Source: an optimization exercise on an open RTL-to-GDS flow (aim: small area and a short achievable clock period). Production flows keep margins and buffers that such runs may drop.
Function was checked by simulation only, so behaviour that the tests miss may differ from the original.

--- flow/standard.sh ---
#!/bin/bash
# synth_recipe.tcl (not shown) runs the flow's synth.tcl, then flattens the netlist and writes it again
# the make line also repeats each setting of config.mk as NAME=value (left out here)
make -C /OpenROAD-flow-scripts/flow DESIGN_CONFIG=/design/flow/config.mk WORK_HOME=/design/flow/orfs CLKGATE_MAP_FILE= SYNTH_SCRIPT=/design/flow/synth_recipe.tcl "${@:-finish}"
--- flow/flow/abc_core.script ---
strash
dch
map -D 4000
topo
buffer
upsize -D 4000
dnsize -D 4000
--- flow/design.v ---
module sm_in (
    input  logic [127:0] u,
    input  logic [31:0]  cur_hi,
    input  logic [31:0]  cur_lo,
    input  logic [31:0]  req_hi,
    input  logic [31:0]  req_lo,
    output logic [3:0]   gt,
    output logic [3:0]   lt,
    output logic         req_bad     
);
    logic signed [31:0] s_hi, s_lo, s_rhi, s_rlo;
    assign s_hi  = cur_hi;
    assign s_lo  = cur_lo;
    assign s_rhi = req_hi;
    assign s_rlo = req_lo;
    assign req_bad = s_rlo > s_rhi;
    for (genvar k = 0; k < 4; k++) begin : g_ch
        logic signed [31:0] uk;
        assign uk    = u[k*32 +: 32];
        assign gt[k] = uk > s_hi;
        assign lt[k] = uk < s_lo;
    end
endmodule
module sm_stage2 (
    input  logic [31:0] uk,         
    input  logic [31:0] hi,         
    input  logic [31:0] lo,
    input  logic        gt,         
    input  logic        lt,         
    input  logic [31:0] prev_raw,   
    input  logic        sel_hi,     
    input  logic        sel_lo,     
    input  logic [31:0] ld_hi,      
    input  logic [31:0] ld_lo,
    input  logic        en,         
    input  logic [31:0] rq_hi,      
    input  logic [31:0] rq_lo,
    output logic [31:0] out,        
    output logic [32:0] dz,         
    output logic        ract,       
    output logic [31:0] prev_nxt,   
    output logic        over_hi,    
    output logic        under_lo    
);
    logic [31:0]        prev, tgt;
    logic signed [31:0] s_nxt, s_rhi, s_rlo;
    logic signed [32:0] delta;
    logic               up, dn;
    assign prev  = sel_hi ? ld_hi : (sel_lo ? ld_lo : prev_raw);
    assign tgt   = gt ? hi : (lt ? lo : uk);
    assign delta = {tgt[31], tgt} - {prev[31], prev};
    assign up    = !delta[32] && ((|delta[31:4]) || (delta[3] && (|delta[2:0])));
    assign dn    = delta[32] && !(&delta[31:3]);
    assign out   = up ? prev + 32'd8 : (dn ? prev - 32'd8 : tgt);
    assign dz    = {uk[31], uk} - {out[31], out};
    assign ract  = up | dn;
    assign prev_nxt = en ? out : prev;
    assign s_nxt    = prev_nxt;
    assign s_rhi    = rq_hi;
    assign s_rlo    = rq_lo;
    assign over_hi  = s_nxt > s_rhi;
    assign under_lo = s_nxt < s_rlo;
endmodule
module saturation_multi (
    input  logic          clock,
    input  logic          reset,
    input  logic          in_valid,
    input  logic [127:0]  u,
    input  logic          lim_load,
    input  logic [31:0]   lim_upper,
    input  logic [31:0]   lim_lower,
    input  logic          cnt_clear,
    output logic          out_valid,
    output logic [127:0]  u_sat,
    output logic [131:0]  u_dz,
    output logic [3:0]    sat_hi,
    output logic [3:0]    sat_lo,
    output logic [63:0]   sat_cnt,
    output logic          lim_err,
    output logic [3:0]    rate_act
);
    logic          v1;
    logic [127:0]  u1;
    logic [3:0]    gt1, lt1;
    logic          ld_ok_d;             
    logic [31:0]   rq_hi, rq_lo;        
    logic [31:0]   lim_hi, lim_lo;      
    logic [31:0]   cur_hi, cur_lo;      
    logic          req_bad;
    logic [3:0]    gt_c, lt_c;
    assign cur_hi = ld_ok_d ? rq_hi : lim_hi;
    assign cur_lo = ld_ok_d ? rq_lo : lim_lo;
    sm_in u_in (
        .u(u), .cur_hi(cur_hi), .cur_lo(cur_lo),
        .req_hi(lim_upper), .req_lo(lim_lower),
        .gt(gt_c), .lt(lt_c), .req_bad(req_bad)
    );
    always_ff @(posedge clock) begin
        u1    <= u;
        gt1   <= gt_c;
        lt1   <= lt_c;
        rq_hi <= lim_upper;
        rq_lo <= lim_lower;
    end
    always_ff @(posedge clock or posedge reset) begin
        if (reset) begin
            v1        <= 1'b0;
            out_valid <= 1'b0;
            ld_ok_d   <= 1'b0;
            lim_hi    <= 32'd100;
            lim_lo    <= 32'd0;
            lim_err   <= 1'b0;
        end else begin
            v1        <= in_valid;
            out_valid <= v1;
            ld_ok_d   <= lim_load && !req_bad;
            lim_hi    <= cur_hi;
            lim_lo    <= cur_lo;
            if (lim_load)
                lim_err <= req_bad;
        end
    end
    for (genvar k = 0; k < 4; k++) begin : g_ch
        logic [31:0] prev_raw, out, prev_nxt;
        logic [32:0] dz;
        logic        ract, fl_hi, fl_lo, over_hi, under_lo;
        logic [15:0] cnt;
        sm_stage2 u_s2 (
            .uk(u1[k*32 +: 32]), .hi(lim_hi), .lo(lim_lo),
            .gt(gt1[k]), .lt(lt1[k]),
            .prev_raw(prev_raw),
            .sel_hi(ld_ok_d && fl_hi), .sel_lo(ld_ok_d && fl_lo),
            .ld_hi(rq_hi), .ld_lo(rq_lo), .en(v1),
            .rq_hi(lim_upper), .rq_lo(lim_lower),
            .out(out), .dz(dz), .ract(ract),
            .prev_nxt(prev_nxt), .over_hi(over_hi), .under_lo(under_lo)
        );
        always_ff @(posedge clock) begin
            fl_hi <= over_hi;
            fl_lo <= under_lo;
        end
        always_ff @(posedge clock or posedge reset) begin
            if (reset) begin
                prev_raw <= '0;
            end else begin
                prev_raw <= prev_nxt;
            end
        end
        always_ff @(posedge clock or posedge reset) begin
            if (reset) begin
                u_sat[k*32 +: 32] <= '0;
                u_dz[k*33 +: 33]  <= '0;
                sat_hi[k]         <= 1'b0;
                sat_lo[k]         <= 1'b0;
                rate_act[k]       <= 1'b0;
            end else if (v1) begin
                u_sat[k*32 +: 32] <= out;
                u_dz[k*33 +: 33]  <= dz;
                sat_hi[k]         <= gt1[k];
                sat_lo[k]         <= lt1[k];
                rate_act[k]       <= ract;
            end
        end
        always_ff @(posedge clock or posedge reset) begin
            if (reset) begin
                cnt <= '0;
            end else if (cnt_clear) begin
                cnt <= '0;
            end else if (v1 && (gt1[k] || lt1[k]) && !(&cnt)) begin
                cnt <= cnt + 16'd1;
            end
        end
        assign sat_cnt[k*16 +: 16] = cnt;
    end
endmodule
--- flow/config.mk ---
export PLATFORM = sky130hd
export DESIGN_NAME = saturation_multi
export DESIGN_NICKNAME = saturation_multi
export VERILOG_FILES = /design/flow/design.v
export SDC_FILE = /design/flow/constraint.sdc
export NUM_CORES = 4
export LEC_CHECK = 0
export CAP_MARGIN = 20
export CORE_MARGIN = 2
export CORE_UTILIZATION = 40
export SLEW_MARGIN = 20
export SYNTH_HIERARCHICAL = 1
--- flow/constraint.sdc ---
create_clock -name core_clock -period 18.0 [get_ports {clock}]
set_input_delay 3.6000 -clock core_clock [delete_from_list [all_inputs] [get_ports {clock}]]
set_output_delay 3.6000 -clock core_clock [all_outputs]
set_load 0.01 [all_outputs]
--- flow/flow/abc_wrap.tcl ---
# ABC in two passes: the input-path compares (module sm_in) mapped for
# delay alone, the rest of the design for area at a delay target.
proc abc {args} {
    set i [lsearch -exact $args -script]
    set fast [lreplace $args $i [expr {$i + 1}] -script $::env(FLOW_FLOW_DIR)/abc_fast.script]
    set core [lreplace $args $i [expr {$i + 1}] -script $::env(FLOW_FLOW_DIR)/abc_core.script]
    yosys abc {*}$fast sm_in
    yosys abc {*}$core
}
--- flow/flow/abc_fast.script ---
strash
dch
map
topo
buffer
upsize
dnsize
--- flow/flow/run.sh ---
#!/bin/bash
# Standard layout with two changes: ABC maps the logic to a delay target
# (the input-path compares for delay alone), and repair_timing is asked
# for extra setup slack.
set -euo pipefail
export FLOW_FLOW_DIR=$PWD/flow
{ head -n 1 synth_recipe.tcl; cat flow/abc_wrap.tcl; tail -n +2 synth_recipe.tcl; } > my_synth.tcl
bash standard.sh SYNTH_SCRIPT=$PWD/my_synth.tcl ADDER_MAP_FILE= SETUP_SLACK_MARGIN=11 finish > standard.log 2>&1
==> results of run 1 <==
[cell type report]
class | count | area share (%)
clock inverter | 43 | 0.681
clock buffer | 129 | 3.33
multi-input combinational | 7802 | 53.0
sequential | 740 | 21.9
tap | 2072 | 3.24
antenna | 25 | 0.0782
inverter | 1478 | 7.07
timing repair buffer | 856 | 10.7
timing repair inverter | 2 | 0.0219
[repair_timing]
item	in CTS	in global routing
buffers inserted	80	151
endpoints found under the setup margin	399	93
endpoints found under the hold margin	0	0
resized for setup	270	568
pin swaps	50	160
gates cloned	15	18
[synth_stat cells, types with 33 or more instances]
library cell     n
inv_2          295
o21ai_2         92
nand2_2         33
a21oi_1        520
a211oi_1        40
o211ai_1       210
nand3_1        251
o21ai_0        372
clkbuf_1       108
buf_6           40
dfxtp_1        208
nor4_1          51
xnor2_1         99
a31oi_1         60
nand4_1        148
buf_2           48
nor2_2         107
o22ai_1        116
nand2_1       2951
or2_2           33
nor3_1         148
xor2_1         207
inv_1         1167
dfrtp_1        529
o21ai_1        355
nor2_1        1434
[path summary, 6_finish.rpt]
| check | from | to | depth (start not counted) |
|---|---|---|---|
| worst max-delay path | rq_hi[2]$_DFF_P_ | g_ch[0].fl_hi$_DFF_P_ | 33 |
| worst min-delay path | u_sat[121]$_DFFE_PP0P_ | u_sat[121]$_DFFE_PP0P_ | 2 |
| worst max register to register | rq_hi[2]$_DFF_P_ | g_ch[0].fl_hi$_DFF_P_ | 33 |
| worst min register to register | u_sat[121]$_DFFE_PP0P_ | u_sat[121]$_DFFE_PP0P_ | 2 |
| max in group asynchronous | reset | u_sat[120]$_DFFE_PP0P_ | 6 |
| min in group asynchronous | reset | u_sat[36]$_DFFE_PP0P_ | 3 |
[cell families after synthesis]
kind of cell               after synthesis  synth area share [%]
AOI/OAI and AO/OA                     2132                  21.6
and+or+nand+nor                       5349                  35.7
xor gates and xnor gates               310                  4.32
adders and majority gates                1                0.0158
buffers and inverters                 1716                  10.9
DFF                                    740                  27.5
[critical path: cells and delay by family (launching register included)]
kind	cells	cell delay, ns
AND/OR/NAND/NOR	16	2.65
XOR/XNOR	1	0.26
AO/OA/AOI/OAI	9	1.84
buffers and inverters	7	1.21
flip-flops	1	0.98
[per-module statistics from Yosys, one instance, submodules excluded]
module            area [µm²]  cells inside  flip-flops and latches
sm_in                   6300          1352                       0
saturation_multi       23300          2184                     740
sm_stage2               8480          1678                       0
[registers in the layout (all words and copies together) (netlist names), 4 cells and up]
signal	cells
lt1	4
lim_hi	32
rq_lo	32
gt1	4
g_ch.prev_raw	128
u1	128
u_dz	132
g_ch.cnt	64
rate_act	4
sat_lo	4
rq_hi	32
sat_hi	4
g_ch.fl_lo	4
u_sat	128
lim_lo	32
g_ch.fl_hi	4
[routing by layer]
metal | vias to the layer above | global-route usage [%]
met5 | - | 0.773
li1 | 34900 | -
met2 | 5278 | 60.8
met4 | 30 | 27.1
met3 | 1174 | 17.9
met1 | 37300 | 59.1
==> impl_results.md, run 1 <==
- Crit-path max FO: 29
- Most frequent cells in the layout: nand2_1, nor2_1, inv_1, clkdlybuf4s50_1, dfrtp_1
- Min Tclk post-route: 7.06 ns
- Routed Antenna Nets: 0
- First-pass GRT wire length: 520 mm
- Later-pin clock latency in the skew report: 0.75 ns
- Post-synthesis sequential area ratio: 27.5%
- Commonest non-fill, non-tap cell in the layout: nand2_1
- Area Growth Syn to Fin: 25.9%
- Dpl ws: 7.97 ns
- Seq cells post-synth: 740
- Final TNS setup: 0 ns
- Total core area: 158000 µm²
- Num rows: 146
- Antenna violations before repair: 45
- Top FF cell, synth: dfrtp_1
- Crit-path max cell delay: 0.98 ns
- Met3 wire len: 55.8 mm
- Multi-input gate area: 42400 µm²
- Max Cap Viol: 0
- Die Ht: roughly 400 µm
- Clk pin slew, worst setup/hold paths: 0.07 ns
- Sink Count: between 700 and 800
- Vias per Instance: 5.99
- RSZ-0062 raised after global routing: yes
- CTS tree: done
- WP data required: 18.70 ns
- Reg2reg setup slack: about 11 ns
- Top-area cell type share of the netlist area: 20.8%
- Fin area: 80000 µm²
- Clock buffer depth: 3
- Final cell count without fillers: ~13000
- Yosys cell types: 91
- Synth Cell Area: around 64000 µm²
- IO buf count: 534
- DR DRC count: 0
- Fraction of registers with async set or reset after synthesis: 71.9%
- DRT Pass-1 Iters: 8
- Slowest CP cell: dfxtp_1
- Total CTS buffers: 92
- Hold Vio Cnt, Final: 0
- Max Clock Skew: between 0.05 and 0.06 ns
- Post-synth top area cell: dfrtp_1
- Number of synthesis warnings: 7
- Status: timing/DRC/antenna clean
- Syn Area/Cell: approximately 6.2 µm²
- HPWL after DPL: ~300 mm
- Peak Freq: roughly 0.14 GHz
- Post-Syn Instances: slightly above 10000
- Post-synth EDFFs: 0
- H-tree levels: 3
- Final setup viols: 0
- Worst-Margin Slew: 1.26 ns
- Net Count, Synth: 10400
- Final GP Congestion: 1.09
- DRT Wirelength: 383 mm
- Share of cells above drive strength 1: 16.3%
- Top post-synthesis cells by area: dfrtp_1, nand2_1, nor2_1, inv_1, dfxtp_1
- Final Util: around half
- Max-slew violations: 0
- Max layer used: met5
- WL met1: 151 mm
- Hold Path Class: reg -> reg
- Mean routed wirelength per cell: 29.1 µm
- Gr usage total: 44.9%
- Vias in the first global route: 70100
- Largest net degree at the start of global routing: 157
- Clock Tree Root: clkbuf_16
- Min Hold Slack: 0.469 ns
- Nets: ~11000
- Total placed cells including tap cells: 12700
- Critical path data arrival time: 7.76 ns
- Sequential cell area: 17500 µm²
- Ports: approximately 540
- Initial DRC count: about 11000
- Grt total ovfl: 0
- Die area: ~160000 µm²
- CTS Hold Bufs: 0
- CP Class: reg -> reg
- Die X-Extent: 403 µm
- Final worst slack: 10.94 ns
- Worst path most repeated cell: nand2_1
- Worst Setup End Kind: flop
- Slew headroom: 15.0%
- Initial Util: between 40% and 50%
- Placement Cell Area: 70700 µm²
- Period utilisation layout: 39.2%
- WL met2: 147 mm
- Via count: 78700
- Crit path launch type: flop
- Fillers: 16300
==> run 2: changes to the inputs <==
--- a/flow/design.v
+++ b/flow/design.v
@@ -86,7 +86,7 @@
     logic [31:0]   rq_hi, rq_lo;        
     logic [31:0]   lim_hi, lim_lo;      
     logic [31:0]   cur_hi, cur_lo;      
-    logic          req_bad;
+    logic          req_bad, ld_ok;
     logic [3:0]    gt_c, lt_c;
     assign cur_hi = ld_ok_d ? rq_hi : lim_hi;
     assign cur_lo = ld_ok_d ? rq_lo : lim_lo;
@@ -95,6 +95,7 @@
         .req_hi(lim_upper), .req_lo(lim_lower),
         .gt(gt_c), .lt(lt_c), .req_bad(req_bad)
     );
+    assign ld_ok = lim_load && !req_bad;
     always_ff @(posedge clock) begin
         u1    <= u;
         gt1   <= gt_c;
@@ -113,7 +114,7 @@
         end else begin
             v1        <= in_valid;
             out_valid <= v1;
-            ld_ok_d   <= lim_load && !req_bad;
+            ld_ok_d   <= ld_ok;
             lim_hi    <= cur_hi;
             lim_lo    <= cur_lo;
             if (lim_load)
@@ -123,21 +124,26 @@
     for (genvar k = 0; k < 4; k++) begin : g_ch
         logic [31:0] prev_raw, out, prev_nxt;
         logic [32:0] dz;
-        logic        ract, fl_hi, fl_lo, over_hi, under_lo;
+        logic        ract, sel_hi, sel_lo, over_hi, under_lo;
         logic [15:0] cnt;
         sm_stage2 u_s2 (
             .uk(u1[k*32 +: 32]), .hi(lim_hi), .lo(lim_lo),
             .gt(gt1[k]), .lt(lt1[k]),
             .prev_raw(prev_raw),
-            .sel_hi(ld_ok_d && fl_hi), .sel_lo(ld_ok_d && fl_lo),
+            .sel_hi(sel_hi), .sel_lo(sel_lo),
             .ld_hi(rq_hi), .ld_lo(rq_lo), .en(v1),
             .rq_hi(lim_upper), .rq_lo(lim_lower),
             .out(out), .dz(dz), .ract(ract),
             .prev_nxt(prev_nxt), .over_hi(over_hi), .under_lo(under_lo)
         );
-        always_ff @(posedge clock) begin
-            fl_hi <= over_hi;
-            fl_lo <= under_lo;
+        always_ff @(posedge clock or posedge reset) begin
+            if (reset) begin
+                sel_hi <= 1'b0;
+                sel_lo <= 1'b0;
+            end else begin
+                sel_hi <= ld_ok && over_hi;
+                sel_lo <= ld_ok && under_lo;
+            end
         end
         always_ff @(posedge clock or posedge reset) begin
             if (reset) begin
==> flow/flow/run.sh (replaced) <==
#!/bin/bash
# Standard layout with these changes: ABC maps the logic to a delay target
# (the input-path compares for delay alone), ports are buffered with buf_2
# cells, and repair_timing is asked for extra setup slack.
set -euo pipefail
export FLOW_FLOW_DIR=$PWD/flow
{ head -n 1 synth_recipe.tcl; cat flow/abc_wrap.tcl; tail -n +2 synth_recipe.tcl; } > my_synth.tcl
bash standard.sh SYNTH_SCRIPT=$PWD/my_synth.tcl ADDER_MAP_FILE= \
    "BUFFER_PORTS_ARGS=-buffer_cell sky130_fd_sc_hd__buf_2" \
    SETUP_SLACK_MARGIN=11.5 finish > standard.log 2>&1
==> flow/flow/abc_core.script (replaced) <==
strash
dch
map -D 3500
strash
dch
map -D 3500
topo
buffer
upsize -D 3500
dnsize -D 3500
--- a/flow/config.mk
+++ b/flow/config.mk
@@ -7,6 +7,7 @@
 export LEC_CHECK = 0
 export CAP_MARGIN = 20
 export CORE_MARGIN = 2
-export CORE_UTILIZATION = 40
+export CORE_UTILIZATION = 45
+export CTS_BUF_LIST = sky130_fd_sc_hd__clkbuf_4 sky130_fd_sc_hd__clkbuf_8
 export SLEW_MARGIN = 20
 export SYNTH_HIERARCHICAL = 1
==> run 2 against run 1 <==
Effect of this change: via count is 1.3% higher; largest cell class unchanged; cell count down 0.30%; synthesized area grew 0.41%; non-clock buffer count decreased by 148; still clean on timing, DRC and antenna; critical path type is now in -> reg.
==> impl_results.md, run 2 <==
- CTS tree: done (unchanged)
- Share of cells above drive strength 1: 16.9% (was 16.3%)
- Nets: 11200 (about the same)
- Post-synthesis mux area share: 1.13% (was 0%)
- Gr usage total: 46.9% (was 44.9%)
- DR DRC count: 0 (unchanged)
- Min Tclk post-route: 6.69 ns (was 7.06 ns)
- Period utilisation layout: 37.2% (was 39.2%)
- IO buf count: 534 (unchanged)
- Compound-Gate Fraction of Synth Area: 21.0% (was 21.6%)
- Grt total ovfl: 0 (unchanged)
- Critical path data arrival time: 7.46 ns (was 7.76 ns)
- Number of synthesis warnings: 7 (unchanged)
- Placement Cell Area: 68000 µm² (was 70700 µm²)
- Area Growth Syn to Fin: 17.3% (was 25.9%)
- Max FFs per register: 132 (unchanged)
- GRT met2 Usage: 64.4% (was 60.8%)
- Initial DRC count: 11400 (was 11200)
- Initial Util: 45.2% (was 40.2%)
- Max Cap Viol: 0 (unchanged)
- Total placed cells including tap cells: 12700 (about the same)
- Via count: 79700 (was 78700)
- Fin area: 74800 µm² (was 80000 µm²)
- M3 GR Usage: 16.0% (was 17.9%)
- Die X-Extent: 380 µm (was 403 µm)
- Status: timing/DRC/antenna clean (unchanged)
- First-pass GRT wire length: 493 mm (was 520 mm)
- Max Clock Skew: 0.0447 ns (was 0.0534 ns)
- Clock buffer depth: 3 (unchanged)
- Peak Freq: 0.150 GHz (was 0.142 GHz)
- Post-Syn Instances: 10400 (was 10200)
- Largest reg by FF count: u_dz (unchanged)
- Total core area: 141000 µm² (was 158000 µm²)
- Net Count, Synth: 10600 (was 10400)
- Top-area cell type share of the netlist area: 21.1% (was 20.8%)
- DRT Wirelength: 357 mm (was 383 mm)
- Gr busiest metal: met2 (unchanged)
- Synth Area in Adders: 0.0157% (was 0.0158%)
- Hold Path Class: reg -> reg (unchanged)
- Yosys cell types: 81 (was 91)
- Sink Count: 740 (unchanged)
- Fraction of registers with async set or reset after synthesis: 73.0% (was 71.9%)
- Main combinational cell family by area after synthesis: simple AND/OR/NAND/NOR gates (unchanged)
- Ports: 535 (unchanged)
- Die area: 145000 µm² (was 162000 µm²)
- Commonest non-fill, non-tap cell in the layout: nand2_1 (unchanged)
- H-tree levels: 4 (was 3)
- HPWL after DPL: 268 mm (was 299 mm)
- Min Hold Slack: 0.463 ns (was 0.469 ns)
- Num rows: 138 (was 146)
- Clock Tree Root: clkbuf_8 (was clkbuf_16)
- Post-Synth XOR/XNOR Area: 2.87% (was 4.32%)
- RSZ-0062 raised after global routing: yes (unchanged)
- Final TNS setup: 0 ns (unchanged)
- Synth Cell Area: 63800 µm² (was 63500 µm²)
- Grt met1 use: 59.5% (was 59.1%)
- Most frequent cells in the layout: nand2_1, inv_1, nor2_1, o21ai_0, buf_2 (was nand2_1, nor2_1, inv_1, clkdlybuf4s50_1, dfrtp_1)
- Clk pin slew, worst setup/hold paths: 0.05 ns (was 0.07 ns)
- Final setup viols: 0 (unchanged)
- Largest net degree at the start of global routing: 126 (was 157)
- Post-synth EDFFs: 0 (unchanged)
- Crit path launch type: input port (was flop)
- Post-synthesis sequential area ratio: 27.5% (about the same)
- Seq cells post-synth: 740 (unchanged)
- Die Ht: 380 µm (was 403 µm)
- Vias per Instance: 6.08 (was 5.99)
- WP data required: 18.78 ns (was 18.70 ns)
- CTS Hold Bufs: 0 (unchanged)
- DRT Pass-1 Iters: 10 (was 8)
- Total CTS buffers: 139 (was 92)
- Hold Vio Cnt, Final: 0 (unchanged)
- Mean routed wirelength per cell: 27.3 µm (was 29.1 µm)
- Slew headroom: 17.7% (was 15.0%)
- Synth top cells by count: nand2_1, nor2_1, inv_1 (unchanged)
- Routed Antenna Nets: 0 (unchanged)
- Syn Area/Cell: 6.11 µm² (was 6.20 µm²)
- Top-count cell post-synth: nand2_1 (unchanged)
- Top FF cell, synth: dfrtp_1 (unchanged)
- Top post-synthesis cells by area: dfrtp_1, nand2_1, nor2_1, inv_1, dfxtp_1 (unchanged)
- Worst Setup End Kind: flop (unchanged)
- Max-slew violations: 0 (unchanged)
- Post-synth top area cell: dfrtp_1 (unchanged)
- Final cell count without fillers: 13100 (about the same)
- Simple-gate area share of the yosys netlist: 37.6% (was 35.7%)
- CP Class: in -> reg (was reg -> reg)
- Later-pin clock latency in the skew report: 0.96 ns (was 0.75 ns)
- Crit-path max FO: 10 (was 29)
- Vias in the first global route: 70300 (was 70100)
- Antenna violations before repair: 51 (was 45)
- Final GP Congestion: 1.09 (about the same)
- Worst-Margin Slew: 1.23 ns (was 1.26 ns)
run 2: changes by cell type after synthesis, moves of 88 or more:
cell,change
o21ai_1,-192
inv_2,-242
nor2_1,-89
nand2_1,+182
nand4_1,+99
nand3_1,+133
o21a_1,+94
o21ai_0,+264
o211ai_1,-88
run 2: stage by stage:
stage                     setup WS (ns)  utilization (%)
final                             11.31             53.1
after global routing              11.31             53.0
after CTS                         11.45             51.0
after detailed placement           9.85             48.2
after global placement             9.97             48.2
after floorplan                    7.06                -
run 2: Yosys stat by module (local to each module, per instance):
| module | area [µm²] | flops+latches | copies in the design | cells |
|---|---|---|---|---|
| saturation_multi | 22900 | 740 | 1 | 2009 |
| sm_stage2 | 8640 | 0 | 4 | 1769 |
| sm_in | 6300 | 0 | 1 | 1352 |
run 2: area by class of cell:
| type | instances | area [µm²] |
|---|---|---|
| well taps | 1890 | 2360 |
| repair buffers | 708 | 4290 |
| clock buffers | 212 | 2620 |
| inverters | 1311 | 5060 |
| clock inverters | 44 | 470 |
| fillers | 14400 | 66200 |
| flip-flops and latches | 740 | 17600 |
| multi-input cells | 8149 | 42300 |
| diodes | 53 | 133 |
run 2: kinds of logic (layout without fill, tap and decap cells):
group,Yosys count,in the layout
xor gates and xnor gates,209,209
buffers and inverters,1560,2275
DFF,740,740
other,0,53
AOI/OAI and AO/OA,2221,2228
and+or+nand+nor,5642,5647
adders and majority gates,1,1
muxes,64,64
run 2: final timing paths:
check	to	cells past startpoint	slack [ns]	startpoint
worst max-delay path	g_ch[2].sel_lo$_DFF_PP0_	12	11.31	lim_upper[19]
worst min-delay path	u_sat[44]$_DFFE_PP0P_	2	0.46	u_sat[44]$_DFFE_PP0P_
worst max register to register	u_dz[65]$_DFFE_PP0P_	30	11.48	lim_hi[0]$_DFF_PP0_
worst min register to register	u_sat[44]$_DFFE_PP0P_	2	0.46	u_sat[44]$_DFFE_PP0P_
max in group asynchronous	sat_lo[3]$_DFFE_PP0P_	5	12.52	reset
min in group asynchronous	u_dz[2]$_DFFE_PP0P_	2	2.71	reset
run 2: timing repair:
item,4_1_cts,5_1_grt
buffers inserted,26,82
pin swaps,16,104
cloned,6,8
endpoints found under the setup margin,126,115
resized for setup,173,596
run 2: layer usage:
layer | wire (µm) | up-vias
li1 | - | 35800
met4 | 35600 | 28
met5 | 283 | -
met1 | 135000 | 37000
met2 | 138000 | 5545
met3 | 48000 | 1278
run 2: critical path, stage by stage:
cell      delay, ns
buf_2          0.54
inv_1          0.12
a22oi_1        0.28
nand2_1        0.09
nor3_1         0.61
nand4_1        0.26
o21bai_1       0.22
a31oi_1        0.72
nor2_1         0.11
buf_4          0.22
inv_1          0.59
nor2_1         0.07
==> run 3: changes to the inputs <==
--- a/flow/design.v
+++ b/flow/design.v
@@ -1,19 +1,23 @@
+module sm_req (
+    input  logic [31:0] req_hi,
+    input  logic [31:0] req_lo,
+    output logic        req_bad
+);
+    logic signed [31:0] s_rhi, s_rlo;
+    assign s_rhi   = req_hi;
+    assign s_rlo   = req_lo;
+    assign req_bad = s_rlo > s_rhi;
+endmodule
 module sm_in (
     input  logic [127:0] u,
     input  logic [31:0]  cur_hi,
     input  logic [31:0]  cur_lo,
-    input  logic [31:0]  req_hi,
-    input  logic [31:0]  req_lo,
     output logic [3:0]   gt,
-    output logic [3:0]   lt,
-    output logic         req_bad     
+    output logic [3:0]   lt
 );
-    logic signed [31:0] s_hi, s_lo, s_rhi, s_rlo;
+    logic signed [31:0] s_hi, s_lo;
     assign s_hi  = cur_hi;
     assign s_lo  = cur_lo;
-    assign s_rhi = req_hi;
-    assign s_rlo = req_lo;
-    assign req_bad = s_rlo > s_rhi;
     for (genvar k = 0; k < 4; k++) begin : g_ch
         logic signed [31:0] uk;
         assign uk    = u[k*32 +: 32];
@@ -90,11 +94,8 @@
     logic [3:0]    gt_c, lt_c;
     assign cur_hi = ld_ok_d ? rq_hi : lim_hi;
     assign cur_lo = ld_ok_d ? rq_lo : lim_lo;
-    sm_in u_in (
-        .u(u), .cur_hi(cur_hi), .cur_lo(cur_lo),
-        .req_hi(lim_upper), .req_lo(lim_lower),
-        .gt(gt_c), .lt(lt_c), .req_bad(req_bad)
-    );
+    sm_in u_in (.u(u), .cur_hi(cur_hi), .cur_lo(cur_lo), .gt(gt_c), .lt(lt_c));
+    sm_req u_req (.req_hi(lim_upper), .req_lo(lim_lower), .req_bad(req_bad));
     assign ld_ok = lim_load && !req_bad;
     always_ff @(posedge clock) begin
         u1    <= u;
==> flow/flow/run.sh (replaced) <==
#!/bin/bash
# Standard layout with these changes: ABC maps the logic to a delay target
# (input-path compares to tighter targets), ports are buffered with buf_1
# cells, clock tree synthesis adds no dummy loads, and repair_timing is
# asked for extra setup slack.
set -euo pipefail
export FLOW_FLOW_DIR=$PWD/flow
{ head -n 1 synth_recipe.tcl; cat flow/abc_wrap.tcl; tail -n +2 synth_recipe.tcl; } > my_synth.tcl
bash standard.sh SYNTH_SCRIPT=$PWD/my_synth.tcl ADDER_MAP_FILE= \
    "BUFFER_PORTS_ARGS=-buffer_cell sky130_fd_sc_hd__buf_1" \
    "CTS_ARGS=-sink_clustering_enable -repair_clock_nets -dont_use_dummy_load -buf_list {sky130_fd_sc_hd__clkbuf_4 sky130_fd_sc_hd__clkbuf_8}" \
    SETUP_SLACK_MARGIN=11.5 finish > standard.log 2>&1
==> flow/flow/abc_in.script (new file) <==
strash
dch
map -D 2500
strash
dch
map -D 2500
topo
buffer
upsize -D 2500
dnsize -D 2500
==> flow/flow/abc_wrap.tcl (replaced) <==
# ABC in three passes, each to its own delay target: the limit-request
# check (module sm_req) for delay alone, the stage-1 sample compares
# (module sm_in) to a tight target, the rest of the design to a looser one.
proc abc {args} {
    set i [lsearch -exact $args -script]
    set dir $::env(FLOW_FLOW_DIR)
    yosys abc {*}[lreplace $args $i [expr {$i + 1}] -script $dir/abc_fast.script] sm_req
    yosys abc {*}[lreplace $args $i [expr {$i + 1}] -script $dir/abc_in.script] sm_in
    yosys abc {*}[lreplace $args $i [expr {$i + 1}] -script $dir/abc_core.script]
}
--- a/flow/config.mk
+++ b/flow/config.mk
@@ -7,7 +7,7 @@
 export LEC_CHECK = 0
 export CAP_MARGIN = 20
 export CORE_MARGIN = 2
-export CORE_UTILIZATION = 45
+export CORE_UTILIZATION = 55
 export CTS_BUF_LIST = sky130_fd_sc_hd__clkbuf_4 sky130_fd_sc_hd__clkbuf_8
 export SLEW_MARGIN = 20
 export SYNTH_HIERARCHICAL = 1
==> run 3 against run 2 <==
Effect of this change: clock skew rose by 0.047 ns; synthesized cell count fell by 3.1%; final area fell by 3.0%; worst hold slack improved by 0.0017 ns; first-iteration DRC count rose by 19%; critical path depth fell by 3; sequential share of layout area rose by 0.73 points; critical path type unchanged; utilization rose by 11 points; setup slack improved by 0.087 ns; register-to-register slack got worse by 0.02 ns.
==> impl_results.md, run 3 <==
- Mean routed wirelength per cell: 27.4 µm (was 27.3 µm)
- Max FFs per register: 132 (unchanged)
- Gr busiest metal: met2 (unchanged)
- Fillers: 10500 (was 14400)
- Slew headroom: 11.8% (was 17.7%)
- Worst Hold Depth: 2 (unchanged)
- Gr usage total: 54.6% (was 46.9%)
- Yosys cell types: 82 (was 81)
- Top-count cell post-synth: nand2_1 (unchanged)
- Commonest non-fill, non-tap cell in the layout: nand2_1 (unchanged)
- Die Ht: 342 µm (was 380 µm)
- Reg2Reg Depth: 35 (was 30)
- Total CTS buffers: 134 (was 139)
- Reg2reg setup slack: 11.46 ns (was 11.48 ns)
- Crit path launch type: input port (unchanged)
- Syn Area/Cell: 6.19 µm² (was 6.11 µm²)
- Num rows: 123 (was 138)
- Sink Count: 740 (unchanged)
- Total core area: 113000 µm² (was 141000 µm²)
- Worst Setup End Kind: flop (unchanged)
- CP Class: in -> reg (unchanged)
- Worst reg2reg endpoint: g_ch[2].sel_lo$_DFF_PP0_ (was u_dz[65]$_DFFE_PP0P_)
- Critical path data arrival time: 7.29 ns (was 7.46 ns)
- H-tree levels: 4 (unchanged)
- CTS tree: done (unchanged)
- DR DRC count: 0 (unchanged)
- Crit-path max cell delay: 0.88 ns (was 0.72 ns)
- Peak Freq: 0.151 GHz (was 0.150 GHz)
- Seq cells post-synth: 740 (unchanged)
- GRT met2 Usage: 71.7% (was 64.4%)
- Synth Cell Area: 62700 µm² (was 63800 µm²)
- Max Clock Skew: 0.0916 ns (was 0.0447 ns)
- CP delay by family, top: compound AO/OA/AOI/OAI gates (was buffers and inverters)
- Final cell count without fillers: 12400 (was 13100)
- Top post-synthesis cells by area: dfrtp_1, nand2_1, nor2_1, inv_1, dfxtp_1 (unchanged)
- Via count: 81300 (was 79700)
- M3 GR Usage: 27.6% (was 16.0%)
- Post-synth EDFFs: 0 (unchanged)
- Final setup viols: 0 (unchanged)
- RSZ-0062 raised after global routing: yes (unchanged)
- CTS Hold Bufs: 0 (unchanged)
- Clock Tree Root: clkbuf_8 (unchanged)
- WHS Endpoint: u_sat[118]$_DFFE_PP0P_ (was u_sat[44]$_DFFE_PP0P_)
- Buf/Inv on CP: 3 (was 4)
- Max Cap Viol: 0 (unchanged)
- Worst min-delay path startpoint: u_sat[118]$_DFFE_PP0P_ (was u_sat[44]$_DFFE_PP0P_)
- WP data required: 18.69 ns (was 18.78 ns)
- Post-synthesis sequential area ratio: 28.0% (was 27.5%)
- Grt met1 use: 65.7% (was 59.5%)
- Final TNS setup: 0 ns (unchanged)
- Antenna violations before repair: 49 (was 51)
- Die X-Extent: 342 µm (was 380 µm)
- Clock buffer depth: 3 (unchanged)
- Area Growth Syn to Fin: 15.8% (was 17.3%)
- Total placed cells including tap cells: 12000 (was 12700)
- Later-pin clock latency in the skew report: 0.88 ns (was 0.96 ns)
- Reg2Reg Launch Point: lim_hi[3]$_DFF_PP0_ (was lim_hi[0]$_DFF_PP0_)
- Most frequent cells in the layout: nand2_1, inv_1, nor2_1, o21ai_0, buf_1 (was nand2_1, inv_1, nor2_1, o21ai_0, buf_2)
- Min Tclk post-route: 6.60 ns (was 6.69 ns)
- DRT Pass-1 Iters: 14 (was 10)
- Share of cells above drive strength 1: 12.4% (was 16.9%)
- Die area: 117000 µm² (was 145000 µm²)
- Fraction of registers with async set or reset after synthesis: 73.0% (unchanged)
- Top FF cell, synth: dfrtp_1 (unchanged)
- Ports: 535 (unchanged)
- Hold Path Class: reg -> reg (unchanged)
- Clk pin slew, worst setup/hold paths: 0.06 ns (was 0.05 ns)
- Min Hold Slack: 0.465 ns (was 0.463 ns)
- First-pass GRT wire length: 466 mm (was 493 mm)
- Crit-path max FO: 4 (was 10)
- Net Count, Synth: 10300 (was 10600)
- DRT Wirelength: 339 mm (was 357 mm)
- Number of synthesis warnings: 7 (unchanged)
- Post-Syn Instances: 10100 (was 10400)
- Max-slew violations: 0 (unchanged)
- Routed Antenna Nets: 0 (unchanged)
- Period utilisation layout: 36.7% (was 37.2%)
- IO buf count: 534 (unchanged)
- Slowest CP cell: a2111oi_4 (was a31oi_1)
- CP Cell Sequence: buf_1 > inv_1 > a2111oi_0 > o2111ai_1 > a2111o_1 > nor3_1 > inv_1 > a2111oi_4 > nor3_1 (was buf_2 > inv_1 > a22oi_1 > nand2_1 > nor3_1 > nand4_1 > o21bai_1 > a31oi_1 > nor2_1 > buf_4 > inv_1 > nor2_1)
- Final GP Congestion: 1.14 (was 1.09)
- Grt total ovfl: 0 (unchanged)
- Worst-Margin Slew: 1.32 ns (was 1.23 ns)
- Vias in the first global route: 70300 (about the same)
- Initial DRC count: 13600 (was 11400)
- Largest net degree at the start of global routing: 147 (was 126)
- Hold Vio Cnt, Final: 0 (unchanged)
- Worst path depth: 9 (was 12)
- Initial Util: 55.5% (was 45.2%)
- Vias per Instance: 6.56 (was 6.08)
- Top-area cell type share of the netlist area: 21.4% (was 21.1%)
- Synth top cells by count: nand2_1, nor2_1, inv_1 (unchanged)
- Status: timing/DRC/antenna clean (unchanged)
- Post-synth top area cell: dfrtp_1 (unchanged)
- HPWL after DPL: 245 mm (was 268 mm)
- Largest reg by FF count: u_dz (unchanged)
- Nets: 11000 (was 11200)
-- run 3: logic make-up after synthesis --
| kind of cell | count (synthesis) | share of synthesized area (%) |
|---|---|---|
| AO/OA/AOI/OAI | 2320 | 22.6 |
| buffers and inverters | 1564 | 10.1 |
| multiplexers | 64 | 1.15 |
| XOR/XNOR | 204 | 2.85 |
| AND/OR/NAND/NOR | 5223 | 35.4 |
| flip-flops | 740 | 28.0 |
-- run 3: final cells by class --
class | instances | area [µm²] | share of cell area, %
Multi-Input combinational cell | 7822 | 41600 | 57.3
Sequential cell | 740 | 17600 | 24.3
Inverter | 1316 | 5130 | 7.06
Timing Repair Buffer | 814 | 4320 | 5.95
Tap cell | 1500 | 1880 | 2.59
Clock buffer | 134 | 1840 | 2.54
Antenna cell | 61 | 153 | 0.210
-- run 3: through the flow --
step,area (µm²),worst slack [ns],utilization (%)
3_5_place_dp,66200,9.71,58.7
5_1_grt,72500,11.26,64.2
2_1_floorplan,62700,7.06,-
6_report,72600,11.40,64.3
3_3_place_gp,66200,9.69,58.7
4_1_cts,68800,11.45,61.0
-- run 3: worst reg2reg max path, delay by kind of cell (launching register included) --
kind / cells / cell delay, ns
and+or+nand+nor: 20 / 3.10
AOI/OAI and AO/OA: 10 / 1.87
buffers and inverters: 4 / 0.70
DFF: 1 / 0.50
xor gates and xnor gates: 1 / 0.21
-- run 3: worst max-delay path by stage --
stage | start | endpoint | slack (ns)
4_1_cts | g_ch[3].sel_lo$_DFF_PP0_ | u_dz[128]$_DFFE_PP0P_ | 11.45
5_1_grt | g_ch[3].sel_hi$_DFF_PP0_ | g_ch[3].sel_hi$_DFF_PP0_ | 11.26
3_3_place_gp | g_ch[3].sel_lo$_DFF_PP0_ | u_dz[128]$_DFFE_PP0P_ | 9.69
6_report | u[92] | gt1[2]$_DFF_P_ | 11.40
3_5_place_dp | g_ch[3].sel_lo$_DFF_PP0_ | u_dz[128]$_DFFE_PP0P_ | 9.71
2_1_floorplan | reset | g_ch[0].cnt[0]$_DFFE_PP0P_ | 7.06
-- run 3: routing by layer --
| layer | vias to the layer above | wire [µm] | part of all wire (%) |
|---|---|---|---|
| met4 | 22 | 37700 | 11 |
| met3 | 1885 | 59300 | 17 |
| met2 | 7112 | 126000 | 37 |
| met1 | 37200 | 116000 | 34 |
| li1 | 35100 | - | - |
| met5 | - | 352 | 0.10 |
-- run 3: what timing repair did --
action                                 CTS  global route
pin swaps                               11           111
setup buffers                           24           129
setup endpoints to repair              187           117
gates resized for setup                162           693
endpoints found under the hold margin    0             0
gates cloned                             5             7
-- run 3: modules after synthesis (local to each module, per instance) --
module | cell area [µm²] | times used | flops+latches
sm_stage2 | 8640 | 4 | 0
sm_in | 4320 | 1 | 0
sm_req | 855 | 1 | 0
saturation_multi | 22900 | 1 | 740
==> run 4: changes to the inputs <==
==> flow/flow/run.sh (replaced) <==
#!/bin/bash
# Standard layout with these changes: adders are mapped Brent-Kung (no
# Kogge-Stone extra map), ABC maps the logic to a delay target
# (input-path compares to tighter targets), ports are buffered with buf_1
# cells, and repair_timing is asked for extra setup slack.
set -euo pipefail
export FLOW_FLOW_DIR=$PWD/flow
{ head -n 1 synth_recipe.tcl; cat flow/abc_wrap.tcl; tail -n +2 synth_recipe.tcl; } > my_synth.tcl
bash standard.sh SYNTH_SCRIPT=$PWD/my_synth.tcl ADDER_MAP_FILE= SYNTH_OPERATIONS_ARGS=-booth \
    "BUFFER_PORTS_ARGS=-buffer_cell sky130_fd_sc_hd__buf_1" \
    SETUP_SLACK_MARGIN=11.5 finish > standard.log 2>&1
--- a/flow/config.mk
+++ b/flow/config.mk
@@ -7,7 +7,7 @@
 export LEC_CHECK = 0
 export CAP_MARGIN = 20
 export CORE_MARGIN = 2
-export CORE_UTILIZATION = 55
+export CORE_UTILIZATION = 50
 export CTS_BUF_LIST = sky130_fd_sc_hd__clkbuf_4 sky130_fd_sc_hd__clkbuf_8
 export SLEW_MARGIN = 20
 export SYNTH_HIERARCHICAL = 1
==> run 4 against run 3 <==
Effect of this change: register-to-register slack improved by 0.11 ns; wire length is 6.0% lower; count of clock-buffer cells in the layout is 79 higher; cell count fell by 6.1%; utilization shrank 5.1 points; clock skew fell by 0.024 ns.
==> impl_results.md, run 4 <==
- Status: timing/DRC/antenna clean (unchanged)
- Total core area: 120000 µm² (was 113000 µm²)
- Slew headroom: 9.85% (was 11.8%)
- Area Growth Syn to Fin: 17.9% (was 15.8%)
- Post-Syn Instances: 9139 (was 10100)
- Post-synthesis sequential area ratio: 29.1% (was 28.0%)
- Largest net degree at the start of global routing: 182 (was 147)
- Max FFs per register: 132 (unchanged)
- HPWL after DPL: 228 mm (was 245 mm)
- H-tree levels: 4 (unchanged)
- Min Tclk post-route: 6.71 ns (was 6.60 ns)
- Routed Antenna Nets: 0 (unchanged)
- CTS Hold Bufs: 0 (unchanged)
- Post-synth EDFFs: 0 (unchanged)
- Yosys cell types: 87 (was 82)
- Syn Area/Cell: 6.58 µm² (was 6.19 µm²)
- Hold Vio Cnt, Final: 0 (unchanged)
- Final setup viols: 0 (unchanged)
- Fraction of registers with async set or reset after synthesis: 73.0% (unchanged)
- CTS tree: done (unchanged)
- Vias in the first global route: 62500 (was 70300)
- Clock Tree Root: clkbuf_8 (unchanged)
- Synth top cells by count: nand2_1, inv_1, nor2_1 (was nand2_1, nor2_1, inv_1)
- Worst path most repeated cell: nor2_1
- Die area: 123000 µm² (was 117000 µm²)
- Max-slew violations: 0 (unchanged)
- Crit path launch type: input port (unchanged)
- WP data required: 18.78 ns (was 18.69 ns)
- Max Cap Viol: 0 (unchanged)
- Grt total ovfl: 0 (unchanged)
- CP Class: in -> reg (unchanged)
- Period utilisation layout: 37.3% (was 36.7%)
- Largest reg by FF count: u_dz (unchanged)
- Gr usage total: 48.8% (was 54.6%)
- Share of cells above drive strength 1: 15.5% (was 12.4%)
- Final TNS setup: 0 ns (unchanged)
- Top-count cell post-synth: nand2_1 (unchanged)
- Clock buffer depth: 3 (unchanged)
- Critical path data arrival time: 7.50 ns (was 7.29 ns)
- Dpl ws: 10.03 ns (was 9.71 ns)
- Crit-path max cell delay: 0.81 ns (was 0.88 ns)
- Die Ht: 351 µm (was 342 µm)
- Mean routed wirelength per cell: 27.4 µm (about the same)
- Total placed cells including tap cells: 11100 (was 12000)
- Final GP Congestion: 1.13 (was 1.14)
- Die X-Extent: 351 µm (was 342 µm)
- Synth Cell Area: 60100 µm² (was 62700 µm²)
- First-pass GRT wire length: 432 mm (was 466 mm)
- Sequential cell area: 17700 µm² (was 17600 µm²)
- Crit-path max FO: 8 (was 4)
- Antenna violations before repair: 39 (was 49)
- Clk pin slew, worst setup/hold paths: 0.06 ns (about the same)
- Via count: 72400 (was 81300)
- Total CTS buffers: 136 (was 134)
- Worst Setup End Kind: flop (unchanged)
- Later-pin clock latency in the skew report: 0.89 ns (was 0.88 ns)
- Final cell count without fillers: 11600 (was 12400)
- Seq cells post-synth: 740 (unchanged)
- CP Cell Sequence: buf_1 > inv_1 > nand2_1 > nand2_1 > nor2_1 > nand4_1 > nor3_1 > a311oi_1 > buf_4 > nor2_1 > inv_1 > nor2_1 (was buf_1 > inv_1 > a2111oi_0 > o2111ai_1 > a2111o_1 > nor3_1 > inv_1 > a2111oi_4 > nor3_1)
- Multi-input gate area: 38000 µm² (was 41600 µm²)
- Net Count, Synth: 9336 (was 10300)
- IO buf count: 534 (unchanged)
- Number of synthesis warnings: 7 (unchanged)
- Top-area cell type share of the netlist area: 22.4% (was 21.4%)
- Peak Freq: 0.149 GHz (was 0.151 GHz)
- CP delay by family, top: simple AND/OR/NAND/NOR gates (was compound AO/OA/AOI/OAI gates)
- Min Hold Slack: 0.465 ns (about the same)
- Top FF cell, synth: dfrtp_1 (unchanged)
- Ports: 535 (unchanged)
- Vias per Instance: 6.23 (was 6.56)
- Sink Count: 740 (unchanged)
- Top post-synthesis cells by area: dfrtp_1, nand2_1, inv_1, dfxtp_1, nor2_1 (was dfrtp_1, nand2_1, nor2_1, inv_1, dfxtp_1)
- Final worst slack: 11.29 ns (was 11.40 ns)
- DR DRC count: 0 (unchanged)
- Fillers: 11600 (was 10500)
- Post-synth top area cell: dfrtp_1 (unchanged)
- Slowest CP cell: buf_1 (was a2111oi_4)
- Buf/Inv on CP: 4 (was 3)
- Initial DRC count: 10600 (was 13600)
- RSZ-0062 raised after global routing: yes (unchanged)
- Commonest non-fill, non-tap cell in the layout: nand2_1 (unchanged)
- Num rows: 127 (was 123)
- DRT Pass-1 Iters: 10 (was 14)
- Hold Path Class: reg -> reg (unchanged)
- Max Clock Skew: 0.0672 ns (was 0.0916 ns)
- DRT Wirelength: 319 mm (was 339 mm)
- Worst-Margin Slew: 1.35 ns (was 1.32 ns)
- Initial Util: 50.2% (was 55.5%)
- Nets: 10100 (was 11000)
- Most frequent cells in the layout: nand2_1, inv_1, nor2_1, buf_1, dfrtp_1 (was nand2_1, inv_1, nor2_1, o21ai_0, buf_1)
[run 4: timing repair]
item	4_1_cts	5_1_grt
endpoints found under the setup margin	145	110
setup buffers	26	166
cloned	0	21
resized for setup	162	512
pin swaps	14	127
[run 4: per-module statistics from Yosys (local to each module, per instance)]
| module | cells inside | times used | cell area, µm² |
|---|---|---|---|
| saturation_multi | 2014 | 1 | 23000 |
| sm_req | 171 | 1 | 860 |
| sm_in | 822 | 1 | 4210 |
| sm_stage2 | 1533 | 4 | 8010 |
[run 4: worst register-to-register path, delay by kind of cell (launching register included)]
family | cells | cell delay, ns
AOI/OAI and AO/OA | 8 | 1.68
buffers and inverters | 3 | 0.44
DFF | 1 | 1.11
and+or+nand+nor | 19 | 3.07
[run 4: final timing paths]
| check | cells after the start | to | slack, ns | startpoint |
|---|---|---|---|---|
| worst max-delay path | 12 | g_ch[2].sel_hi$_DFF_PP0_ | 11.29 | lim_upper[15] |
| worst min-delay path | 2 | u_sat[75]$_DFFE_PP0P_ | 0.46 | u_sat[75]$_DFFE_PP0P_ |
| worst max register to register | 30 | u_dz[98]$_DFFE_PP0P_ | 11.57 | rq_hi[8]$_DFF_P_ |
| worst min register to register | 2 | u_sat[75]$_DFFE_PP0P_ | 0.46 | u_sat[75]$_DFFE_PP0P_ |
| max in group asynchronous | 5 | g_ch[3].sel_hi$_DFF_PP0_ | 12.39 | reset |
| min in group asynchronous | 2 | u_sat[74]$_DFFE_PP0P_ | 2.76 | reset |
[run 4: area by class of cell]
type                            count  area share, %
Multi-Input combinational cell   6900           53.6
Sequential cell                   740           25.0
Timing Repair Buffer              851           7.30
Inverter                         1248           6.91
Clock buffer                      213           3.79
Tap cell                         1612           2.85
Clock inverter                     38          0.436
Antenna cell                       30          0.106
Timing Repair inverter              2         0.0283
[run 4: kinds of logic after synthesis]
| kind of cell | synth area share [%] |
|---|---|
| simple gates | 32.3 |
| compound gates | 23.8 |
| buf+inv | 10.5 |
| flops | 29.1 |
| xor+xnor | 3.02 |
| mux | 1.20 |
| fa+ha+maj | 0.133 |
[run 4: stage by stage]
stage                     area [µm²]  util, %
after floorplan                60100        -
after global placement         63400     53.0
after detailed placement       63400     53.0
after CTS                      67100     56.1
after global routing           70800     59.2
final                          70900     59.2
[run 4: layer usage]
metal	part of all wire, %	wire [µm]	up-vias	track usage [%]
li1	-	-	32100	-
met1	36	116000	33500	61.2
met2	37	119000	5444	64.5
met3	15	48800	1385	18.9
met4	11	35400	16	42.4
met5	0.072	228	-	2.16
==> run 5: changes to the inputs <==
==> flow/flow/run.sh (replaced) <==
#!/bin/bash
# Standard layout with these changes: adders are mapped Brent-Kung (no
# Kogge-Stone extra map), ABC maps the logic to delay targets (input-path
# compares to tighter ones), ports are buffered with buf_1 cells, clock tree
# synthesis adds no dummy loads, and repair_timing is asked for extra setup
# slack.
set -euo pipefail
export FLOW_FLOW_DIR=$PWD/flow
{ head -n 1 synth_recipe.tcl; cat flow/abc_wrap.tcl; tail -n +2 synth_recipe.tcl; } > my_synth.tcl
bash standard.sh SYNTH_SCRIPT=$PWD/my_synth.tcl ADDER_MAP_FILE= SYNTH_OPERATIONS_ARGS=-booth \
    "BUFFER_PORTS_ARGS=-buffer_cell sky130_fd_sc_hd__buf_1" \
    "CTS_ARGS=-sink_clustering_enable -repair_clock_nets -dont_use_dummy_load -buf_list {sky130_fd_sc_hd__clkbuf_4 sky130_fd_sc_hd__clkbuf_8}" \
    SETUP_SLACK_MARGIN=11.5 finish > standard.log 2>&1
--- a/flow/config.mk
+++ b/flow/config.mk
@@ -7,7 +7,7 @@
 export LEC_CHECK = 0
 export CAP_MARGIN = 20
 export CORE_MARGIN = 2
-export CORE_UTILIZATION = 50
+export CORE_UTILIZATION = 55
 export CTS_BUF_LIST = sky130_fd_sc_hd__clkbuf_4 sky130_fd_sc_hd__clkbuf_8
 export SLEW_MARGIN = 20
 export SYNTH_HIERARCHICAL = 1
==> run 5 against run 4 <==
Effect of this change: sequential share of layout area up 0.23 points; wire length is 1.3% higher; clock skew increased by 0.012 ns; cell count decreased by 2.2%; critical path type is now reg -> reg; critical endpoint is now g_ch[0].sel_lo$_DFF_PP0_; highest routed layer unchanged.
==> impl_results.md, run 5 <==
- Status: timing/DRC/antenna clean (unchanged)
- Hold Path Class: reg -> reg (unchanged)
- Total core area: 109000 µm² (was 120000 µm²)
- Final worst slack: 11.36 ns (was 11.29 ns)
- Initial Util: 55.3% (was 50.2%)
- Max-slew violations: 0 (unchanged)
- Final GP Congestion: 1.13 (about the same)
- Gr usage total: 53.5% (was 48.8%)
- Crit-path max cell delay: 0.92 ns (was 0.81 ns)
- Final setup viols: 0 (unchanged)
- Nets: 10100 (about the same)
- Hold Vio Cnt, Final: 0 (unchanged)
- H-tree levels: 4 (unchanged)
- Clock buffer depth: 3 (unchanged)
- CP delay by family, top: compound AO/OA/AOI/OAI gates (was simple AND/OR/NAND/NOR gates)
- Syn Area/Cell: 6.58 µm² (unchanged)
- Post-synth EDFFs: 0 (unchanged)
- Worst path depth: 28 (was 12)
- Post-synthesis sequential area ratio: 29.1% (unchanged)
- Crit-path max FO: 12 (was 8)
- Via count: 74700 (was 72400)
- Largest reg by FF count: u_dz (unchanged)
- Post-Syn Instances: 9139 (unchanged)
- RSZ-0062 raised after global routing: yes (unchanged)
- Post-synthesis mux area share: 1.20% (unchanged)
- DRT Wirelength: 323 mm (was 319 mm)
- Max FFs per register: 132 (unchanged)
- Reg2Reg Depth: 28 (was 30)
- Seq cells post-synth: 740 (unchanged)
- Mean routed wirelength per cell: 28.4 µm (was 27.4 µm)
- Peak Freq: 0.151 GHz (was 0.149 GHz)
- Min Tclk post-route: 6.64 ns (was 6.71 ns)
- Ports: 535 (unchanged)
- Worst Setup End Kind: flop (unchanged)
- Sink Count: 740 (unchanged)
- Compound-Gate Fraction of Synth Area: 23.8% (unchanged)
- Worst-Margin Slew: 1.27 ns (was 1.35 ns)
- Area Growth Syn to Fin: 17.1% (was 17.9%)
- Max Cap Viol: 0 (unchanged)
- Share of cells above drive strength 1: 15.9% (was 15.5%)
- Worst Hold Depth: 2 (unchanged)
- Die Ht: 335 µm (was 351 µm)
- WP data required: 18.72 ns (was 18.78 ns)
- Largest net degree at the start of global routing: 139 (was 182)
- Yosys cell types: 87 (unchanged)
- Buf/Inv on CP: 3 (was 4)
- Net Count, Synth: 9336 (unchanged)
- Grt total ovfl: 0 (unchanged)
- IO buf count: 534 (unchanged)
- Final TNS setup: 0 ns (unchanged)
- Later-pin clock latency in the skew report: 0.89 ns (about the same)
- Synth top cells by count: nand2_1, inv_1, nor2_1 (unchanged)
- CTS tree: done (unchanged)
- Die area: 112000 µm² (was 123000 µm²)
- Post-Synth XOR/XNOR Area: 3.02% (unchanged)
- First-pass GRT wire length: 433 mm (was 432 mm)
- DRT Pass-1 Iters: 13 (was 10)
- Crit path launch type: flop (was input port)
- Total CTS buffers: 135 (was 136)
- Max Clock Skew: 0.0791 ns (was 0.0672 ns)
- Dpl ws: 10.00 ns (was 10.03 ns)
- Top-count cell post-synth: nand2_1 (unchanged)
- Simple-gate area share of the yosys netlist: 32.3% (unchanged)
- Clk pin slew, worst setup/hold paths: 0.06 ns (about the same)
- Synth Cell Area: 60100 µm² (unchanged)
- Clock Tree Root: clkbuf_8 (unchanged)
- Fraction of registers with async set or reset after synthesis: 73.0% (unchanged)
- Initial DRC count: 11800 (was 10600)
- Critical path data arrival time: 7.37 ns (was 7.50 ns)
- Slew headroom: 15.6% (was 9.85%)
- Commonest non-fill, non-tap cell in the layout: nand2_1 (unchanged)
- HPWL after DPL: 227 mm (was 228 mm)
- Final Util: 64.8% (was 59.2%)
- Routed Antenna Nets: 0 (unchanged)
- Synth Area in Adders: 0.133% (unchanged)
- Vias in the first global route: 63800 (was 62500)
- Post-synth top area cell: dfrtp_1 (unchanged)
- Slowest CP cell: dfxtp_1 (was buf_1)
- CP Class: reg -> reg (was in -> reg)
- Top FF cell, synth: dfrtp_1 (unchanged)
- Num rows: 121 (was 127)
- Top post-synthesis cells by area: dfrtp_1, nand2_1, inv_1, dfxtp_1, nor2_1 (unchanged)
- Main combinational cell family by area after synthesis: simple AND/OR/NAND/NOR gates (unchanged)
- Period utilisation layout: 36.9% (was 37.3%)
- Number of synthesis warnings: 7 (unchanged)
- Antenna violations before repair: 47 (was 39)
- Top-area cell type share of the netlist area: 22.4% (unchanged)
- Die X-Extent: 335 µm (was 351 µm)
- DR DRC count: 0 (unchanged)
- Most frequent cells in the layout: nand2_1, inv_1, nor2_1, buf_1, dfrtp_1 (unchanged)
- Vias per Instance: 6.56 (was 6.23)
[run 5: cell count changes in the layout (fill, tap and decap cells not counted), moves of 9 or more]
cell,change
buf_4,+34
clkbuf_4,-38
clkinv_2,-19
o21ai_2,+9
nor2_1,-16
diode_2,+22
clkbuf_8,-40
dfrtp_1,-11
nand2_2,+22
a21oi_1,-9
nand2_1,-24
[run 5: worst paths after layout]
path                                        from                  endpoint  slack (ns)
min in group asynchronous                  reset       out_valid$_DFF_PP0_        2.77
setup reg to reg               rq_lo[16]$_DFF_P_  g_ch[0].sel_lo$_DFF_PP0_       11.36
hold reg to reg            u_sat[44]$_DFFE_PP0P_     u_sat[44]$_DFFE_PP0P_        0.47
setup / recovery               rq_lo[16]$_DFF_P_  g_ch[0].sel_lo$_DFF_PP0_       11.36
hold / removal             u_sat[44]$_DFFE_PP0P_     u_sat[44]$_DFFE_PP0P_        0.47
max in group asynchronous                  reset     u_dz[115]$_DFFE_PP0P_       12.33
[run 5: repair_timing]
action	4_1_cts	5_1_grt
endpoints found under the setup margin	135	108
pin swaps	6	198
setup buffers	14	206
hold buffers	0	0
gates resized for setup	138	686
gates cloned	0	25
[run 5: layout make-up]
cell class / count / area, µm²
well taps: 1414 / 1770
inverters: 1248 / 4950
diodes: 52 / 130
fillers: 9815 / 38300
clock buffers: 135 / 1860
flip-flops and latches: 740 / 17700
repair buffers: 884 / 5410
repair inverters: 2 / 22.5
multi-input cells: 6903 / 38500
[run 5: layer usage]
layer	vias to the layer above	wire length (µm)	global-route usage, %
li1	32100	-	-
met1	34200	110000	64.0
met2	6326	121000	71.7
met3	1969	53000	24.0
met4	22	38200	46.7
met5	-	443	2.78
[run 5: cells by family after synthesis]
logic type / Yosys count
simple gates: 4451
compound gates: 2166
buf+inv: 1503
flops: 740
xor+xnor: 207
mux: 64
fa+ha+maj: 8
[run 5: modules after synthesis (local to each module, per instance)]
module            flip-flops and latches  times used  cells
sm_stage2                              0           4   1533
sm_req                                 0           1    171
saturation_multi                     740           1   2014
sm_in                                  0           1    822
[run 5: worst register-to-register path: cells and delay by family (launching register included)]
family          cells  cell delay (ns)
flops               1             0.92
buf+inv             3             0.43
compound gates     16             3.84
simple gates        9             1.33
[run 5: stage by stage]
step | hold slack, ns | cells | cell area [µm²]
2_1_floorplan | 0.436 | 9139 | 60100
3_5_place_dp | 0.456 | 10900 | 63200
3_3_place_gp | 0.451 | 10900 | 63200
6_report | 0.467 | 11400 | 70400
4_1_cts | 0.470 | 11100 | 65500
5_1_grt | 0.485 | 11300 | 70300
==> run 6: changes to the inputs <==
==> flow/flow/abc_core.script (replaced) <==
strash
dch
map -D 4000
strash
dch
map -D 4000
topo
buffer
upsize -D 4000
dnsize -D 4000
==> run 6 against run 5 <==
Effect of this change: still clean; synthesized cell count is 2.8% lower; count of clock-buffer cells in the layout stayed put; largest cell class unchanged.
==> impl_results.md, run 6 <==
- Status: timing/DRC/antenna clean (unchanged)
- Vias in the first global route: 62100 (was 63800)
- Area Growth Syn to Fin: 22.6% (was 17.1%)
- Top post-synthesis cells by area: dfrtp_1, nand2_1, inv_1, nor2_1, dfxtp_1 (was dfrtp_1, nand2_1, inv_1, dfxtp_1, nor2_1)
- Largest reg by FF count: u_dz (unchanged)
- Vias per Instance: 6.25 (was 6.56)
- Max Cap Viol: 0 (unchanged)
- Die X-Extent: 327 µm (was 335 µm)
- Worst Setup End Kind: flop (unchanged)
- Ports: 535 (unchanged)
- Sink Count: 740 (unchanged)
- Hold Vio Cnt, Final: 0 (unchanged)
- Via count: 69700 (was 74700)
- Post-Syn Instances: 8887 (was 9139)
- WP data required: 18.73 ns (was 18.72 ns)
- Crit-path max FO: 5 (was 12)
- Max Clock Skew: 0.0875 ns (was 0.0791 ns)
- Min Hold Slack: 0.464 ns (was 0.467 ns)
- Post-synth EDFFs: 0 (unchanged)
- HPWL after DPL: 201 mm (was 227 mm)
- Crit-path max cell delay: 0.73 ns (was 0.92 ns)
- Most frequent cells in the layout: nand2_1, inv_1, nor2_1, buf_1, dfrtp_1 (unchanged)
- Gr usage total: 47.6% (was 53.5%)
- Min Tclk post-route: 6.76 ns (was 6.64 ns)
- Top-count cell post-synth: nand2_1 (unchanged)
- RSZ-0062 raised after global routing: yes (unchanged)
- Crit path launch type: flop (unchanged)
- DR DRC count: 0 (unchanged)
- Final GP Congestion: 1.12 (was 1.13)
- Grt met1 use: 62.4% (was 64.0%)
- Nets: 9950 (was 10100)
- Period utilisation layout: 37.6% (was 36.9%)
- First-pass GRT wire length: 382 mm (was 433 mm)
- Clk pin slew, worst setup/hold paths: 0.06 ns (about the same)
- Synth top cells by count: nand2_1, inv_1, nor2_1 (unchanged)
- Die area: 107000 µm² (was 112000 µm²)
- Final cell count without fillers: 11200 (was 11400)
- Mean routed wirelength per cell: 24.4 µm (was 28.4 µm)
- Post-synthesis sequential area ratio: 30.6% (was 29.1%)
- Syn Area/Cell: 6.45 µm² (was 6.58 µm²)
- Clock Tree Root: clkbuf_8 (unchanged)
- Yosys cell types: 90 (was 87)
- Total CTS buffers: 135 (unchanged)
- Net Count, Synth: 9084 (was 9336)
- Antenna violations before repair: 37 (was 47)
==> run 6: cell types whose count changed after synthesis, moves of 36 or more <==
cell      change
nor2_1      +112
nand3_1      -72
o211ai_1     -64
o21ai_0      +60
o21ai_1      -60
inv_1        +56
buf_6        -48
inv_2        -36
nand4_1      +36
==> run 6: repair_timing <==
| action | CTS | global route |
|---|---|---|
| buffers inserted | 137 | 167 |
| pin swaps | 117 | 306 |
| gates resized for setup | 506 | 734 |
| setup endpoints to repair | 234 | 105 |
| cloned | 26 | 11 |
==> run 6: stage by stage <==
step,worst slack (ns),cell area (µm²)
detailed placement,9.58,60400
global placement,9.55,60400
CTS,11.39,65900
finish,11.24,70300
global route,11.13,70200
floorplan,7.06,57300
==> run 6: Yosys stat by module, one instance, submodules excluded <==
| module | cells | cell area (µm²) | times used |
|---|---|---|---|
| sm_stage2 | 1470 | 7300 | 4 |
| sm_req | 171 | 860 | 1 |
| sm_in | 822 | 4210 | 1 |
| saturation_multi | 2014 | 23000 | 1 |
==> run 6: worst paths after layout <==
check | from | to | slack [ns] | cells after the start
worst min register to register | u_dz[127]$_DFFE_PP0P_ | u_dz[127]$_DFFE_PP0P_ | 0.46 | 2
worst min-delay path | u_dz[127]$_DFFE_PP0P_ | u_dz[127]$_DFFE_PP0P_ | 0.46 | 2
worst max register to register | lim_hi[3]$_DFF_PP0_ | g_ch[2].sel_hi$_DFF_PP0_ | 11.24 | 37
worst max-delay path | lim_hi[3]$_DFF_PP0_ | g_ch[2].sel_hi$_DFF_PP0_ | 11.24 | 37
max in group asynchronous | reset | u_sat[26]$_DFFE_PP0P_ | 12.95 | 5
min in group asynchronous | reset | g_ch[2].cnt[1]$_DFFE_PP0P_ | 2.71 | 2
==> run 6: routing by layer <==
layer	vias to the layer above	part of all wire, %
li1	31100	-
met1	32300	37
met2	5061	40
met3	1234	15
met4	12	8.1
met5	-	0.068
==> run 6: area by class of cell <==
cell class / instances / area, µm²
timing repair inverter: 3 / 31.3
timing repair buffer: 950 / 6450
multi-input combinational: 6651 / 37500
inverter: 1272 / 5010
sequential: 740 / 17600
clock buffer: 135 / 1860
tap: 1380 / 1730
antenna: 30 / 75.1
fill: 9168 / 33200
==> run 6: cells by family after synthesis <==
kind of cell | count (synthesis) | synth area share (%)
AND/OR/NAND/NOR | 4399 | 32.4
AO/OA/AOI/OAI | 1950 | 21.7
buffers and inverters | 1503 | 10.5
flip-flops | 740 | 30.6
XOR/XNOR | 223 | 3.41
multiplexers | 64 | 1.26
adder cells (fa/ha/maj) | 8 | 0.140
==> run 6: critical path: cells and delay by family (launching register included) <==
kind	cells	cell delay (ns)
and+or+nand+nor	22	3.67
buffers and inverters	6	0.74
AOI/OAI and AO/OA	9	1.48
DFF	1	0.73

port drivers added, routing unchanged:
No port has a modelled driver above. Below, the same layouts with a new extraction and two added sets of constraints.
Step 1 (the two cells are an assumption about what drives the block):
set clk [get_ports {clock}]
set_driving_cell -lib_cell sky130_fd_sc_hd__clkbuf_16 $clk
set_driving_cell -lib_cell sky130_fd_sc_hd__buf_2 [delete_from_list [all_inputs] $clk]
Step 2 adds t to the input delays and takes it off the output delays; t is the mean of the earliest and latest rising clock arrival at the registers after step 1. Input paths then give back, and output paths get back, about the clock's delay inside the block.
Three values: ideal ports, drivers, drivers and shift; two values: the first two.
run	t, ns	slack for setup (ns)	hold WS [ns]	latest minus earliest clock arrival (ns)
run 1	0.826	10.940 / 10.940 / 10.717	0.469 / 0.469 / 0.469	0.053 / 0.053
run 2	1.023	11.311 / 11.360 / 10.337	0.463 / 0.463 / 0.463	0.045 / 0.044
run 3	0.920	11.398 / 11.452 / 10.532	0.465 / 0.465 / 0.465	0.092 / 0.092
run 4	0.942	11.288 / 11.336 / 10.394	0.465 / 0.465 / 0.465	0.067 / 0.068
run 5	0.938	11.356 / 11.356 / 10.639	0.467 / 0.467 / 0.467	0.079 / 0.079
run 6	0.901	11.241 / 11.241 / 10.469	0.464 / 0.464 / 0.464	0.089 / 0.088
After both steps setup and hold are still met in every run listed. The setup slack of run 2, which loses most, moves by +0.049 ns with the drivers and by -0.974 ns with both steps. Setup slack includes reset recovery checks.
